What follows belongs to an exercise in optimizing a design on an open flow for small area, a short achievable clock period and few clock cycles; a production flow would make more cautious choices.
The RTL was checked by simulation tests, not by an equivalence proof against the original design.
Power figures rest on the tool's default switching activity, not on a simulated workload.

==> flow/design.v <==
`timescale 1ns/1ps
package char_draw_pkg;
    localparam int GLYPH_COLS = 5;
    localparam int GLYPH_ROWS = 9;
    localparam int BOX_COLS = GLYPH_COLS + 1;
    localparam int BOX_ROWS = GLYPH_ROWS + 1;
    typedef logic [9:0]  pixel_x_t;       
    typedef logic [8:0]  pixel_y_t;       
    typedef logic [18:0] vga_addr_t;      
    typedef logic [7:0]  color_id_t;      
    typedef logic [7:0]  char_code_t;
    typedef logic [3:0]  glyph_size_t;    
    typedef logic [GLYPH_COLS-1:0] glyph_row_t;
    typedef logic [GLYPH_ROWS*GLYPH_COLS-1:0] glyph_bitmap_t;
    typedef enum logic [1:0] {
        MODE_PLACE    = 2'd0,    
        MODE_STYLE    = 2'd1,    
        MODE_FULL     = 2'd2,
        MODE_FULL_ALT = 2'd3
    } cmd_mode_e;
endpackage
`timescale 1ns/1ps
`timescale 1ns/1ps
module glyph_enc (
    input  logic [7:0] char_code,
    output logic [4:0] gidx
);
    always_comb begin
        case (char_code)
            8'h30: gidx = 5'd0;
            8'h31: gidx = 5'd1;
            8'h32: gidx = 5'd2;
            8'h33: gidx = 5'd3;
            8'h34: gidx = 5'd4;
            8'h35: gidx = 5'd5;
            8'h36: gidx = 5'd6;
            8'h37: gidx = 5'd7;
            8'h38: gidx = 5'd8;
            8'h39: gidx = 5'd9;
            8'h3A: gidx = 5'd10;
            8'h41: gidx = 5'd11;
            8'h43: gidx = 5'd12;
            8'h44: gidx = 5'd13;
            8'h45: gidx = 5'd14;
            8'h47: gidx = 5'd15;
            8'h49: gidx = 5'd16;
            8'h4B: gidx = 5'd17;
            8'h4C: gidx = 5'd18;
            8'h4D: gidx = 5'd19;
            8'h4E: gidx = 5'd20;
            8'h4F: gidx = 5'd0;
            8'h50: gidx = 5'd21;
            8'h52: gidx = 5'd22;
            8'h53: gidx = 5'd23;
            8'h54: gidx = 5'd24;
            8'h56: gidx = 5'd25;
            8'h59: gidx = 5'd26;
            default: gidx = 5'd27;   
        endcase
    end
endmodule
module glyph_rom (
    input  logic [4:0] gidx,
    input  logic [3:0] row,
    output logic [4:0] bits
);
    logic [44:0] bitmap;
    always_comb begin
        case (gidx)
            5'd0: bitmap = 45'b01110_10001_10001_10001_10001_10001_10001_10001_01110;
            5'd1: bitmap = 45'b00100_01100_00100_00100_00100_00100_00100_00100_01110;
            5'd2: bitmap = 45'b01110_10001_10001_00001_00010_00100_01000_10000_11111;
            5'd3: bitmap = 45'b01110_10001_10001_00001_00110_00001_10001_10001_01110;
            5'd4: bitmap = 45'b00010_00110_00110_01010_01010_10010_11111_00010_00010;
            5'd5: bitmap = 45'b11111_10000_10000_11110_10001_00001_00001_10001_01110;
            5'd6: bitmap = 45'b00110_01000_10000_11110_10001_10001_10001_10001_01110;
            5'd7: bitmap = 45'b11111_10001_00001_00010_00010_00010_00100_00100_00100;
            5'd8: bitmap = 45'b01110_10001_10001_10001_01110_10001_10001_10001_01110;
            5'd9: bitmap = 45'b01110_10001_10001_10001_01111_00001_00001_00010_01100;
            5'd10: bitmap = 45'b00000_00000_00100_00000_00000_00000_00000_00100_00000;
            5'd11: bitmap = 45'b00100_01010_10001_10001_11111_10001_10001_10001_10001;
            5'd12: bitmap = 45'b01110_10001_10000_10000_10000_10000_10000_10001_01110;
            5'd13: bitmap = 45'b11110_10001_10001_10001_10001_10001_10001_10001_11110;
            5'd14: bitmap = 45'b11111_10000_10000_10000_11111_10000_10000_10000_11111;
            5'd15: bitmap = 45'b01110_10001_10000_10000_10000_10111_10001_10011_01101;
            5'd16: bitmap = 45'b01110_00100_00100_00100_00100_00100_00100_00100_01110;
            5'd17: bitmap = 45'b10001_10010_10100_11000_11000_10100_10010_10001_10001;
            5'd18: bitmap = 45'b10000_10000_10000_10000_10000_10000_10000_10000_11111;
            5'd19: bitmap = 45'b10001_11011_10101_10001_10001_10001_10001_10001_10001;
            5'd20: bitmap = 45'b10001_11001_10101_10011_10001_10001_10001_10001_10001;
            5'd21: bitmap = 45'b11110_10001_10001_10001_11110_10000_10000_10000_10000;
            5'd22: bitmap = 45'b11110_10001_10001_10001_11110_10100_10010_10001_10001;
            5'd23: bitmap = 45'b01110_10001_10000_11000_01110_00011_00001_10001_01110;
            5'd24: bitmap = 45'b11111_00100_00100_00100_00100_00100_00100_00100_00100;
            5'd25: bitmap = 45'b10001_10001_10001_10001_10001_10001_10001_01010_00100;
            5'd26: bitmap = 45'b10001_10001_01010_01010_00100_00100_00100_00100_00100;
            5'd27: bitmap = 45'b00000_00000_00000_00000_00000_00000_00000_00000_01111;
            default: bitmap = 45'd0;
        endcase
        case (row)
            4'd1: bits = bitmap[44:40];
            4'd2: bits = bitmap[39:35];
            4'd3: bits = bitmap[34:30];
            4'd4: bits = bitmap[29:25];
            4'd5: bits = bitmap[24:20];
            4'd6: bits = bitmap[19:15];
            4'd7: bits = bitmap[14:10];
            4'd8: bits = bitmap[9:5];
            4'd9: bits = bitmap[4:0];
            default: bits = 5'b00000;
        endcase
    end
endmodule
`timescale 1ns/1ps
`timescale 1ns/1ps
`timescale 1ns/1ps
`timescale 1ns/1ps
module char_draw_top #(
    parameter int SCREEN_W = 640,
    parameter int SCREEN_H = 480
) (
    input  logic                       clk,
    input  logic                       rst,
    input  char_draw_pkg::pixel_x_t    x,
    input  char_draw_pkg::pixel_y_t    y,
    input  char_draw_pkg::char_code_t  code,
    input  char_draw_pkg::glyph_size_t size,
    input  logic [1:0]                 mode,
    input  char_draw_pkg::color_id_t   idata_fg,
    input  char_draw_pkg::color_id_t   idata_bg,
    input  logic                       idata_vld,
    output logic                       odone,
    output char_draw_pkg::vga_addr_t   oaddr,
    output char_draw_pkg::color_id_t   odata,
    output logic                       owren
);
    char_draw_pkg::pixel_x_t      origin_x;
    char_draw_pkg::pixel_y_t      origin_y;
    char_draw_pkg::char_code_t    char_code;
    char_draw_pkg::glyph_size_t   glyph_size;
    char_draw_pkg::color_id_t     fg_color;
    char_draw_pkg::color_id_t     bg_color;
    logic        busy;        
    logic        init1;       
    logic        init2;       
    logic        init3;       
    logic [1:0]  nb_cy;       
    logic [4:0]  gidx;        
    logic [4:0]  gidx_d;
    logic        scan_vld;    
    logic [11:0] nb_hi;       
    logic [3:0]  sx;          
    logic [2:0]  col;         
    logic [3:0]  sy;          
    logic [3:0]  rrow;        
    logic [4:0]  gbits;       
    logic        s_rowstart;  
    logic        s_bit;       
    logic [4:0]  rom_bits;
    logic        accept;
    logic        row_end;
    logic        last_pix;
    assign accept   = idata_vld && !busy;
    assign row_end  = (col == 3'd5) && (sx == 4'd0);
    assign last_pix = row_end && (sy == 4'd0) && (rrow == 4'd10);
    always_ff @(posedge clk) begin
        if (rst) begin
            origin_x  <= '0;
            origin_y  <= '0;
            char_code <= '0;
        end else if (accept && mode != 2'd1) begin
            origin_x  <= x;
            origin_y  <= y;
            char_code <= code;
        end
    end
    always_ff @(posedge clk) begin
        if (!busy) begin
            glyph_size <= size;
            fg_color   <= idata_fg;
            bg_color   <= idata_bg;
        end
    end
    always_ff @(posedge clk) begin
        if (rst) begin
            busy     <= 1'b0;
            init1    <= 1'b0;
            init2    <= 1'b0;
            init3    <= 1'b0;
            scan_vld <= 1'b0;
            owren    <= 1'b0;
            odone    <= 1'b0;
        end else begin
            init1 <= accept && mode != 2'd0;
            init2 <= init1;
            init3 <= init2;
            owren <= scan_vld;
            odone <= scan_vld && last_pix;
            if (accept && mode != 2'd0)
                busy <= 1'b1;
            else if (scan_vld && last_pix)
                busy <= 1'b0;
            if (init3)
                scan_vld <= 1'b1;
            else if (last_pix)
                scan_vld <= 1'b0;
        end
    end
    glyph_enc u_glyph_enc (
        .char_code (char_code),
        .gidx      (gidx_d)
    );
    glyph_rom u_glyph_rom (
        .gidx (gidx),
        .row  (rrow),
        .bits (rom_bits)
    );
    always_ff @(posedge clk) begin
        gidx <= gidx_d;
    end
    always_ff @(posedge clk) begin
        if (init3) begin
            sx         <= glyph_size;
            col        <= 3'd0;
            sy         <= glyph_size;
            rrow       <= 4'd0;
            gbits      <= 5'd0;
            s_rowstart <= 1'b1;
            s_bit      <= 1'b0;
        end else begin
            gbits      <= rom_bits;
            s_rowstart <= row_end;
            if (sx == 4'd0) begin
                sx <= glyph_size;
                if (row_end) begin
                    col   <= 3'd0;
                    s_bit <= 1'b0;
                    if (sy == 4'd0) begin
                        sy <= glyph_size;
                    end else begin
                        sy <= sy - 4'd1;
                    end
                end else begin
                    col   <= col + 3'd1;
                    s_bit <= gbits[3'd4 - col];
                    if (col == 3'd4 && sy == 4'd0)
                        rrow <= rrow + 4'd1;
                end
            end else begin
                sx <= sx - 4'd1;
            end
        end
    end
    always_ff @(posedge clk) begin
        if (init1)
            {nb_cy, nb_hi[3:0]} <= {2'b00, origin_y[1:0], 2'b00} + {2'b00, origin_y[3:0]} + {3'd0, origin_x[9:7]};
        else if (init2)
            {nb_cy, nb_hi[7:4]} <= {2'b00, origin_y[5:2]} + {2'b00, origin_y[7:4]} + {4'd0, nb_cy};
        else if (init3)
            nb_hi[11:8] <= {1'b0, origin_y[8:6]} + {3'd0, origin_y[8]} + {2'd0, nb_cy};
        else if (scan_vld && s_rowstart)
            nb_hi <= nb_hi + 12'd5;
        if (s_rowstart)
            oaddr <= {nb_hi, origin_x[6:0]};
        else
            oaddr <= oaddr + 19'd1;
        odata <= s_bit ? fg_color : bg_color;
    end
endmodule
==> flow/config.mk <==
export PLATFORM = sky130hd
export DESIGN_NAME = char_draw_top
export DESIGN_NICKNAME = char_draw_top
export VERILOG_FILES = /design/flow/design.v
export SDC_FILE = /design/flow/constraint.sdc
export NUM_CORES = 4
export LEC_CHECK = 0
export ABC_AREA = 1
export CAP_MARGIN = 20
export CORE_MARGIN = 2
export CORE_UTILIZATION = 40
export CTS_BUF_LIST = sky130_fd_sc_hd__clkbuf_4 sky130_fd_sc_hd__clkbuf_8
export SETUP_SLACK_MARGIN = 3.0
export SLEW_MARGIN = 20
export SYNTH_MEMORY_MAX_BITS = 16384
==> flow/constraint.sdc <==
create_clock -name core_clock -period 5.0 [get_ports {clk}]
set_input_delay 1.0000 -clock core_clock [delete_from_list [all_inputs] [get_ports {clk}]]
set_output_delay 1.0000 -clock core_clock [all_outputs]
set_load 0.01 [all_outputs]
standard.sh (not shown) runs the stock make flow with config.mk's settings and CLKGATE_MAP_FILE= SYNTH_SCRIPT=/design/flow/synth_recipe.tcl, a recipe that flattens the netlist after the stock synthesis.
==> flow/flow/run.sh <==
#!/bin/bash
# The standard layout with two changes: plain buffers on the ports in place of the
# delay-cell buffers buffer_ports picks by default, and power recovery after global
# routing (repair_timing -recover_power), which downsizes cells on paths that have
# slack to spare. Each tool's output goes to the ORFS logs under orfs/logs/; make's
# own output goes to make_finish.log here.
set -euo pipefail
export BUFFER_PORTS_ARGS="-buffer_cell sky130_fd_sc_hd__buf_1"
export RECOVER_POWER=100
bash standard.sh finish > make_finish.log 2>&1
Testbench counts at the start, summed over its fixed seeds: cycles 175,420.
Edit:
==> flow/flow/run.sh (replaced) <==
#!/bin/bash
# The standard layout, with plain buffers on the ports in place of the delay-cell
# buffers buffer_ports picks by default. Each tool's output goes to the ORFS logs
# under orfs/logs/; make's own output goes to make_finish.log here.
set -euo pipefail
export BUFFER_PORTS_ARGS="-buffer_cell sky130_fd_sc_hd__buf_1"
bash standard.sh finish > make_finish.log 2>&1
- SETUP_SLACK_MARGIN: 3.0 -> 2.85
Effect: The new run went through all stages and came out clean. Sequential power hardly moves. Worst setup slack is better by 0.66 ns. Worst hold slack is worse by 0.012 ns. Clock power went down by about 0.5%. Count of clock-buffer cells in the layout is unchanged. Final area went down by 1.2%. Wire length went down by 1.9%. Register-to-register slack is better by 0.66 ns. Utilization went down by 0.60 points.
Edit:
- SETUP_SLACK_MARGIN: 2.85 -> 3.15
=> The new run produced a clean layout; sequential share of layout area came out lower by 2.4 points; cell count goes up by a few percent; worst setup slack is better by 0.080 ns; sequential cell count is unchanged; routed wire length goes up by a few percent.
Edit:
- ABC_AREA: 1 -> default
- SETUP_SLACK_MARGIN: 3.15 -> 3.0
Worst setup slack degrades by 0.044 ns.
Core utilization shrinks by 2.6 points.
Clock-buffer cell count does not change.
Power shrinks by 15%.

-- afterwards: timing with drivers on the ports --
How much do the figures lean on ideal ports? The routed layouts below were timed once more, with nothing changed but the port constraints. Step 1: set_driving_cell puts a clkbuf_16 on clk and a buf_2 on each other input, an assumption about the parent block. Step 2, shift: input delay + t, output delay - t, t = (earliest + latest rising clock arrival at the registers) / 2. This alone moves slack from input paths to output paths. a / b / c = ideal ports / drivers / drivers and shift; a / b = the first two.
| run | t (ns) | setup slack, ns | hold WS [ns] | worst setup path after step 2 |
|---|---|---|---|---|
| the first run | 0.483 | 2.259 / 2.259 / 2.259 | 0.424 / 0.424 / 0.424 | register to register |
| the second run | 0.479 | 2.924 / 2.882 / 2.789 | 0.411 / 0.411 / 0.411 | input to register |
| the third run | 0.468 | 3.003 / 3.003 / 2.914 | 0.412 / 0.412 / 0.412 | input to register |
| the fourth run | 0.470 | 2.960 / 2.960 / 2.862 | 0.432 / 0.432 / 0.432 | input to register |
After both steps every run listed still meets setup and hold. For the second run, which loses most, drivers alone change the setup slack by -0.042 ns; drivers and shift together by -0.135 ns.
